What follows belongs to an exercise in optimizing a design on an open flow for small area, a short achievable clock period and few clock cycles; a production flow would make more cautious choices. Only simulation tests tie the RTL to the original design; equivalence was not proved. No activity file was given, so power comes from the tool's default toggle rates.

==> inputs of 02-19 <==
==> flow/design.v (excerpt) <==
module tetris_board_renderer
(
    input  logic       CLOCK_50,
    input  logic       reset,
    input  logic [9:0] i_x,
    input  logic [8:0] i_y,
    output logic [7:0] o_r,
    output logic [7:0] o_g,
    output logic [7:0] o_b,
    input  logic       bus_wr_valid,
    output logic       bus_wr_ready,
    input  logic [3:0] bus_wr_col,
    input  logic [4:0] bus_wr_row,
    input  logic [2:0] bus_wr_color,
    input  logic       bus_clr_req,
    input  logic       bus_shift_req,
    input  logic [4:0] bus_shift_row,
    output logic       bus_busy,
    output logic       bus_op_done
);
==> module tetris_board_renderer, before the edit <==
module tetris_board_renderer
(
    input  logic       CLOCK_50,
    input  logic       reset,
    input  logic [9:0] i_x,
    input  logic [8:0] i_y,
    output logic [7:0] o_r,
    output logic [7:0] o_g,
    output logic [7:0] o_b,
    input  logic       bus_wr_valid,
    output logic       bus_wr_ready,
    input  logic [3:0] bus_wr_col,
    input  logic [4:0] bus_wr_row,
    input  logic [2:0] bus_wr_color,
    input  logic       bus_clr_req,
    input  logic       bus_shift_req,
    input  logic [4:0] bus_shift_row,
    output logic       bus_busy,
    output logic       bus_op_done
);
    localparam int H = tetris_pkg::BOARD_H;
    localparam int W = tetris_pkg::BOARD_W;
    logic [2:0] r_cells [H][W];
    logic w_clr_go, w_shift_go;
    board_bulk_fsm u_bulk_fsm (
        .clk         (CLOCK_50),
        .reset       (reset),
        .i_clr_req   (bus_clr_req),
        .i_shift_req (bus_shift_req),
        .i_shift_row (bus_shift_row),
        .o_busy      (bus_busy),
        .o_op_done   (bus_op_done),
        .o_wr_ready  (bus_wr_ready),
        .o_clr_go    (w_clr_go),
        .o_shift_go  (w_shift_go)
    );
    logic [H-1:0] w_row_sh, w_row_zero, w_row_whit;
    logic [W-1:0] w_col_hit;
    always_comb begin
        for (int c = 0; c < W; c++)
            w_col_hit[c] = bus_wr_valid && (bus_wr_col == 4'(c));
        for (int r = 0; r < H; r++) begin
            w_row_sh[r]   = w_shift_go && (5'(r) <= bus_shift_row);
            w_row_zero[r] = reset || w_clr_go || (r == 0 && w_shift_go);
            if (r == 0)
                w_row_whit[r] = (bus_wr_row == 5'd0);
            else
                w_row_whit[r] = w_row_sh[r] ? (bus_wr_row == 5'(r - 1)) : (bus_wr_row == 5'(r));
        end
    end
    always_ff @(posedge CLOCK_50) begin
        for (int r = 0; r < H; r++)
            for (int c = 0; c < W; c++) begin
                if (w_row_zero[r])
                    r_cells[r][c] <= 3'd0;
                else if (w_row_whit[r] && w_col_hit[c])
                    r_cells[r][c] <= bus_wr_color;
                else if (r > 0 && w_row_sh[r])
                    r_cells[r][c] <= r_cells[(r > 0) ? r - 1 : 0][c];
            end
    end
    logic [9:0] w_dx, w_dy, w_fx, w_fy;
    logic       w_in_board, w_in_box;
    always_comb begin
        w_dx       = i_x - 10'd60;
        w_dy       = {1'b0, i_y} - 10'd20;
        w_fx       = i_x - 10'd58;
        w_fy       = {1'b0, i_y} - 10'd18;
        w_in_board = (w_dx < 10'd40) && (w_dy < 10'd80);
        w_in_box   = (w_fx < 10'd44) && (w_fy < 10'd84);
    end
    logic         r_s1_in_board, r_s1_in_frame;
    logic [H-1:0] r_s1_row;
    logic [W-1:0] r_s1_col;
    always_ff @(posedge CLOCK_50) begin
        r_s1_in_board <= w_in_board;
        r_s1_in_frame <= w_in_box && !w_in_board;
        for (int r = 0; r < H; r++)
            r_s1_row[r] <= (w_dy[6:2] == 5'(r));
        for (int c = 0; c < W; c++)
            r_s1_col[c] <= (w_dx[5:2] == 4'(c));
    end
    logic [2:0] w_cell;
    always_comb begin
        logic [2:0] row_v;
        w_cell = 3'd0;
        for (int r = 0; r < H; r++) begin
            row_v = 3'd0;
            for (int c = 0; c < W; c++)
                row_v = row_v | (r_cells[r][c] & {3{r_s1_col[c]}});
            w_cell = w_cell | (row_v & {3{r_s1_row[r]}});
        end
    end
    logic [23:0] r_rgb;
    always_ff @(posedge CLOCK_50) begin
        if (r_s1_in_board)
            r_rgb <= tetris_pkg::palette(w_cell);
        else if (r_s1_in_frame)
            r_rgb <= tetris_pkg::RGB_BORDER;
        else
            r_rgb <= tetris_pkg::RGB_BACKGROUND;
    end
    assign o_r = r_rgb[23:16];
    assign o_g = r_rgb[15:8];
    assign o_b = r_rgb[7:0];
endmodule
Settings: LEC_CHECK=0, CAP_MARGIN=20, CORE_MARGIN=2, CORE_UTILIZATION=40, SLEW_MARGIN=20; clock period 5.5 ns.
run.sh (not shown) runs the stock make flow with config.mk's settings and CLKGATE_MAP_FILE= SYNTH_SCRIPT=/design/flow/synth_recipe.tcl, a recipe that flattens the netlist after the stock synthesis.
==> 08-01 (differences from 02-19) <==
--- a/flow/design.v
+++ b/flow/design.v
@@ -74,5 +74,4 @@
     localparam int H = tetris_pkg::BOARD_H;
     localparam int W = tetris_pkg::BOARD_W;
-    logic [2:0] r_cells [H][W];
     logic w_clr_go, w_shift_go;
     board_bulk_fsm u_bulk_fsm (
@@ -88,72 +87,107 @@
         .o_shift_go  (w_shift_go)
     );
-    logic [H-1:0] w_row_sh, w_row_zero, w_row_whit;
-    logic [W-1:0] w_col_hit;
+    logic         w_wipe;
+    logic [H-1:0] w_sh, w_wdec, w_whit;
+    logic [W-1:0] w_chit;
+    logic [2:0]   w_color;
     always_comb begin
+        w_wipe  = reset || w_clr_go;
+        w_color = w_wipe ? 3'd0 : bus_wr_color;
         for (int c = 0; c < W; c++)
-            w_col_hit[c] = bus_wr_valid && (bus_wr_col == 4'(c));
+            w_chit[c] = w_wipe || (bus_wr_valid && (bus_wr_col == 4'(c)));
         for (int r = 0; r < H; r++) begin
-            w_row_sh[r]   = w_shift_go && (5'(r) <= bus_shift_row);
-            w_row_zero[r] = reset || w_clr_go || (r == 0 && w_shift_go);
-            if (r == 0)
-                w_row_whit[r] = (bus_wr_row == 5'd0);
-            else
-                w_row_whit[r] = w_row_sh[r] ? (bus_wr_row == 5'(r - 1)) : (bus_wr_row == 5'(r));
+            w_sh[r]   = !reset && w_shift_go && (5'(r) <= bus_shift_row);
+            w_wdec[r] = w_wipe || (bus_wr_valid && (bus_wr_row == 5'(r)));
         end
+        for (int r = 0; r < H; r++)
+            w_whit[r] = (r > 0 && w_sh[r]) ? w_wdec[(r > 0) ? r - 1 : 0]
+                                           : (w_wdec[r] && !w_sh[r]);
     end
+    logic [H-1:0] r_p_sh, r_p_wdec, w_p_whit;
+    logic [W-1:0] r_p_chit;
+    logic [2:0]   r_p_color;
+    always_ff @(posedge CLOCK_50) begin
+        r_p_sh    <= w_sh;
+        r_p_wdec  <= w_wdec;
+        r_p_chit  <= w_chit;
+        r_p_color <= w_color;
+    end
+    always_comb begin
+        for (int r = 0; r < H; r++)
+            w_p_whit[r] = (r > 0 && r_p_sh[r]) ? r_p_wdec[(r > 0) ? r - 1 : 0]
+                                               : (r_p_wdec[r] && !r_p_sh[r]);
+    end
+    logic [2:0] r_cells [H][W];
     always_ff @(posedge CLOCK_50) begin
         for (int r = 0; r < H; r++)
             for (int c = 0; c < W; c++) begin
-                if (w_row_zero[r])
-                    r_cells[r][c] <= 3'd0;
-                else if (w_row_whit[r] && w_col_hit[c])
-                    r_cells[r][c] <= bus_wr_color;
-                else if (r > 0 && w_row_sh[r])
-                    r_cells[r][c] <= r_cells[(r > 0) ? r - 1 : 0][c];
+                if (w_p_whit[r] && r_p_chit[c])
+                    r_cells[r][c] <= r_p_color;
+                else if (r_p_sh[r])
+                    r_cells[r][c] <= (r > 0) ? r_cells[(r > 0) ? r - 1 : 0][c] : 3'd0;
             end
     end
-    logic [9:0] w_dx, w_dy, w_fx, w_fy;
-    logic       w_in_board, w_in_box;
+    logic [H:0]   w_ydec;           
+    logic [W-1:0] w_xdec;
+    logic [H:0]   w_therm;          
+    logic         w_in_board, w_in_box, w_fwd;
     always_comb begin
-        w_dx       = i_x - 10'd60;
-        w_dy       = {1'b0, i_y} - 10'd20;
-        w_fx       = i_x - 10'd58;
-        w_fy       = {1'b0, i_y} - 10'd18;
-        w_in_board = (w_dx < 10'd40) && (w_dy < 10'd80);
-        w_in_box   = (w_fx < 10'd44) && (w_fy < 10'd84);
+        for (int k = 0; k <= H; k++) begin
+            w_ydec[k]  = (k < H) && (i_y[8:2] == 7'(k + 5));
+            w_therm[k] = (5'(k) <= bus_shift_row);
+        end
+        for (int c = 0; c < W; c++)
+            w_xdec[c] = (i_x[9:2] == 8'(c + 15));
+        w_in_board = (i_x >= 10'd60) && (i_x <= 10'd99) && (i_y >= 9'd20) && (i_y <= 9'd99);
+        w_in_box   = (i_x >= 10'd58) && (i_x <= 10'd101) && (i_y >= 9'd18) && (i_y <= 9'd101);
+        w_fwd      = |(w_ydec[H-1:0] & w_whit) && |(w_xdec & w_chit);
     end
     logic         r_s1_in_board, r_s1_in_frame;
     logic [H-1:0] r_s1_row;
     logic [W-1:0] r_s1_col;
+    logic         r_s1_fwd;
+    logic [2:0]   r_s1_fwd_color;
     always_ff @(posedge CLOCK_50) begin
         r_s1_in_board <= w_in_board;
         r_s1_in_frame <= w_in_box && !w_in_board;
         for (int r = 0; r < H; r++)
-            r_s1_row[r] <= (w_dy[6:2] == 5'(r));
-        for (int c = 0; c < W; c++)
-            r_s1_col[c] <= (w_dx[5:2] == 4'(c));
+            r_s1_row[r] <= (w_ydec[r + 1] && w_shift_go && w_therm[r + 1]) ||
+                           (w_ydec[r] && !(w_shift_go && w_therm[r]));
+        r_s1_col       <= w_xdec;
+        r_s1_fwd       <= w_fwd;
+        r_s1_fwd_color <= w_color;
     end
     logic [2:0] w_cell;
     always_comb begin
-        logic [2:0] row_v;
-        w_cell = 3'd0;
-        for (int r = 0; r < H; r++) begin
-            row_v = 3'd0;
-            for (int c = 0; c < W; c++)
-                row_v = row_v | (r_cells[r][c] & {3{r_s1_col[c]}});
-            w_cell = w_cell | (row_v & {3{r_s1_row[r]}});
+        logic [H-1:0] t_r;
+        logic [W-1:0] t_c;
+        logic [2:0]   rd;
+        for (int b = 0; b < 3; b++) begin
+            for (int c = 0; c < W; c++) begin
+                for (int r = 0; r < H; r++)
+                    t_r[r] = r_cells[r][c][b] && r_s1_row[r];
+                t_c[c] = |t_r && r_s1_col[c];
+            end
+            rd[b] = |t_c;
         end
+        w_cell = r_s1_fwd ? r_s1_fwd_color : rd;
     end
-    logic [23:0] r_rgb;
+    logic [23:0] w_rgb;
+    logic [3:0]  r_red, r_grn, r_blu;
+    always_comb begin
+        if (r_s1_in_board)
+            w_rgb = tetris_pkg::palette(w_cell);
+        else if (r_s1_in_frame)
+            w_rgb = tetris_pkg::RGB_BORDER;
+        else
+            w_rgb = tetris_pkg::RGB_BACKGROUND;
+    end
     always_ff @(posedge CLOCK_50) begin
-        if (r_s1_in_board)
-            r_rgb <= tetris_pkg::palette(w_cell);
-        else if (r_s1_in_frame)
-            r_rgb <= tetris_pkg::RGB_BORDER;
-        else
-            r_rgb <= tetris_pkg::RGB_BACKGROUND;
+        r_red <= {w_rgb[23], w_rgb[22], w_rgb[21], w_rgb[19]};
+        r_grn <= {w_rgb[15], w_rgb[14], w_rgb[13], w_rgb[11]};
+        r_blu <= {w_rgb[7],  w_rgb[6],  w_rgb[5],  w_rgb[3]};
     end
-    assign o_r = r_rgb[23:16];
-    assign o_g = r_rgb[15:8];
-    assign o_b = r_rgb[7:0];
+    assign o_r = {r_red[3], r_red[2], r_red[1], r_red[2], {4{r_red[0]}}};
+    assign o_g = {r_grn[3], r_grn[2], r_grn[1], r_grn[2], {4{r_grn[0]}}};
+    assign o_b = {r_blu[3], r_blu[2], r_blu[1], r_blu[2], {4{r_blu[0]}}};
 endmodule
==> flow/flow/run.sh (new file) <==
#!/bin/bash
# Layout flow: the standard flow (standard.sh, all steps, unchanged
# synthesis), except that the port buffers are inserted as
# sky130_fd_sc_hd__buf_4. The default pick is a delay cell
# (clkdlybuf4s50_1), which the footprint-matched resizer cannot later swap
# for a real buffer, so it stays on every input and output path.
# Each tool's full output goes to standard.log in the work folder.
set -euo pipefail
bash standard.sh BUFFER_PORTS_ARGS="-buffer_cell sky130_fd_sc_hd__buf_4" finish > standard.log 2>&1
==> flow/standard.sh (new file) <==
#!/bin/bash
# synth_recipe.tcl (not shown) runs the flow's synth.tcl, then flattens the netlist and writes it again
# the make line also repeats each setting of config.mk as NAME=value (left out here)
make -C /OpenROAD-flow-scripts/flow DESIGN_CONFIG=/design/flow/config.mk WORK_HOME=/design/flow/orfs CLKGATE_MAP_FILE= SYNTH_SCRIPT=/design/flow/synth_recipe.tcl "${@:-finish}"
- ABC_AREA: not set -> 1
- CORE_UTILIZATION: 40 -> 60
- CTS_CLUSTER_DIAMETER: not set -> 80
- CTS_CLUSTER_SIZE: not set -> 24
- PLACE_DENSITY: not set -> 0.7
- SETUP_SLACK_MARGIN: not set -> 3.05
removed: flow/run.sh
==> results.txt <==
Of 02-19 and 08-01, 08-01 has the higher hold slack (gap 0.046 ns).
Against 08-01, the final area of 02-19 is lower by 1.8%.
Against 08-01, the wire length of 02-19 is larger by about 4%.
Between 08-01 and 02-19, the lower via count is in 02-19 (gap about 0.6%, measured against 02-19).
In 02-19 the clock-buffer cell count is higher than in 08-01, by 59.
Of 08-01 and 02-19, 08-01 has the higher sequential power (gap about 50%, measured against 02-19).
Against 02-19, the combinational power of 08-01 is higher by 110%.
In 02-19 the synthesized cell count is lower than in 08-01, by about 10%.
Of 08-01 and 02-19, 08-01 has the higher sequential share of layout area (gap 19 points).
Against 02-19, the utilization of 08-01 is higher by 21 points.
Between 02-19 and 08-01, the lower die area is in 08-01 (gap about 40%, measured against 08-01).
==> figures <==
Result of the run: 02-19 timing/DRC/antenna clean; 08-01 timing/DRC/antenna clean
Slack of the worst reg-to-reg path: 02-19 1.81 ns; 08-01 3.03 ns
Global-route wire length before repair: 02-19 184800 um; 08-01 169600 um
Die height: 02-19 289.8 um; 08-01 242.8 um
Initial Util: 02-19 40.50%; 08-01 60.70%
Timing startpoint of the critical path: 02-19 bus_shift_row[4]; 08-01 r_p_sh[12]$_DFF_P_
Peak clock frequency supported by timing: 02-19 0.2419 GHz; 08-01 0.4053 GHz
Final period utilization: 02-19 75.18%; 08-01 44.86%
Worst-case setup margin in the final layout: 02-19 1.365 ns; 08-01 3.032 ns
Standard cell area after detailed placement: 02-19 0.03421 mm2; 08-01 0.03523 mm2
Arrival time at the worst endpoint: 02-19 4.66 ns; 08-01 2.77 ns
Power drawn by the clock network: 02-19 4.82 mW; 08-01 3.18 mW
Dominant kind of cell by area: 02-19 multi-input combinational cells; 08-01 registers
Group drawing the most power: 02-19 the clock network; 08-01 registers
Sequential cell area share: 02-19 35.38%; 08-01 53.89%
Number of buffer and inverter stages on the critical path: 02-19 3; 08-01 2
Area of the multi-input gates: 02-19 0.01856 mm2; 08-01 0.01324 mm2
Final cell area excluding filler cells: 02-19 0.03653 mm2; 08-01 0.03720 mm2
Start point of the worst min-delay path: 02-19 r_cells[0][1]$_SDFFE_PP0P_; 08-01 r_s1_in_frame$_DFF_P_
Diode insertion count for antenna repair: 02-19 2; 08-01 6
Internal power consumption: 02-19 7.619 mW; 08-01 8.207 mW
Post-placement worst setup slack: 02-19 0.8610 ns; 08-01 2.246 ns
Filler instances: 02-19 7895; 08-01 4844
Testbench counts of 02-19, summed over its fixed seeds: cycles 11,597.
Testbench counts of 08-01, summed over its fixed seeds: cycles 11,597.

[re-timing with driven ports]
The flow's constraints put no driver on any port. The routed layouts listed below were extracted and timed again, unchanged, in two steps. Step 1 (the two cells are an assumption about what drives the block):
set clk [get_ports {CLOCK_50}]
set_driving_cell -lib_cell sky130_fd_sc_hd__clkbuf_16 $clk
set_driving_cell -lib_cell sky130_fd_sc_hd__buf_2 [delete_from_list [all_inputs] $clk]
Step 2, shift: input delay + t, output delay - t, t = (earliest + latest rising clock arrival at the registers) / 2. This alone moves slack from input paths to output paths. a / b / c = no drivers / after step 1 / after step 2; a / b = the first two.
run	shift t [ns]	setup slack, ns	latest minus earliest clock arrival (ns)	slew at the worst register clock pin (ns)	cell pins on the clock port's net
02-19	0.688	1.365 / 1.405 / 0.717	0.042 / 0.042	0.07 / 0.07	1
08-01	0.672	3.032 / 3.032 / 2.535	0.034 / 0.034	0.10 / 0.10	1
After both steps setup and hold are still met in every run listed. The setup slack of 02-19, which loses most, moves by +0.040 ns with the drivers and by -0.648 ns with both steps.
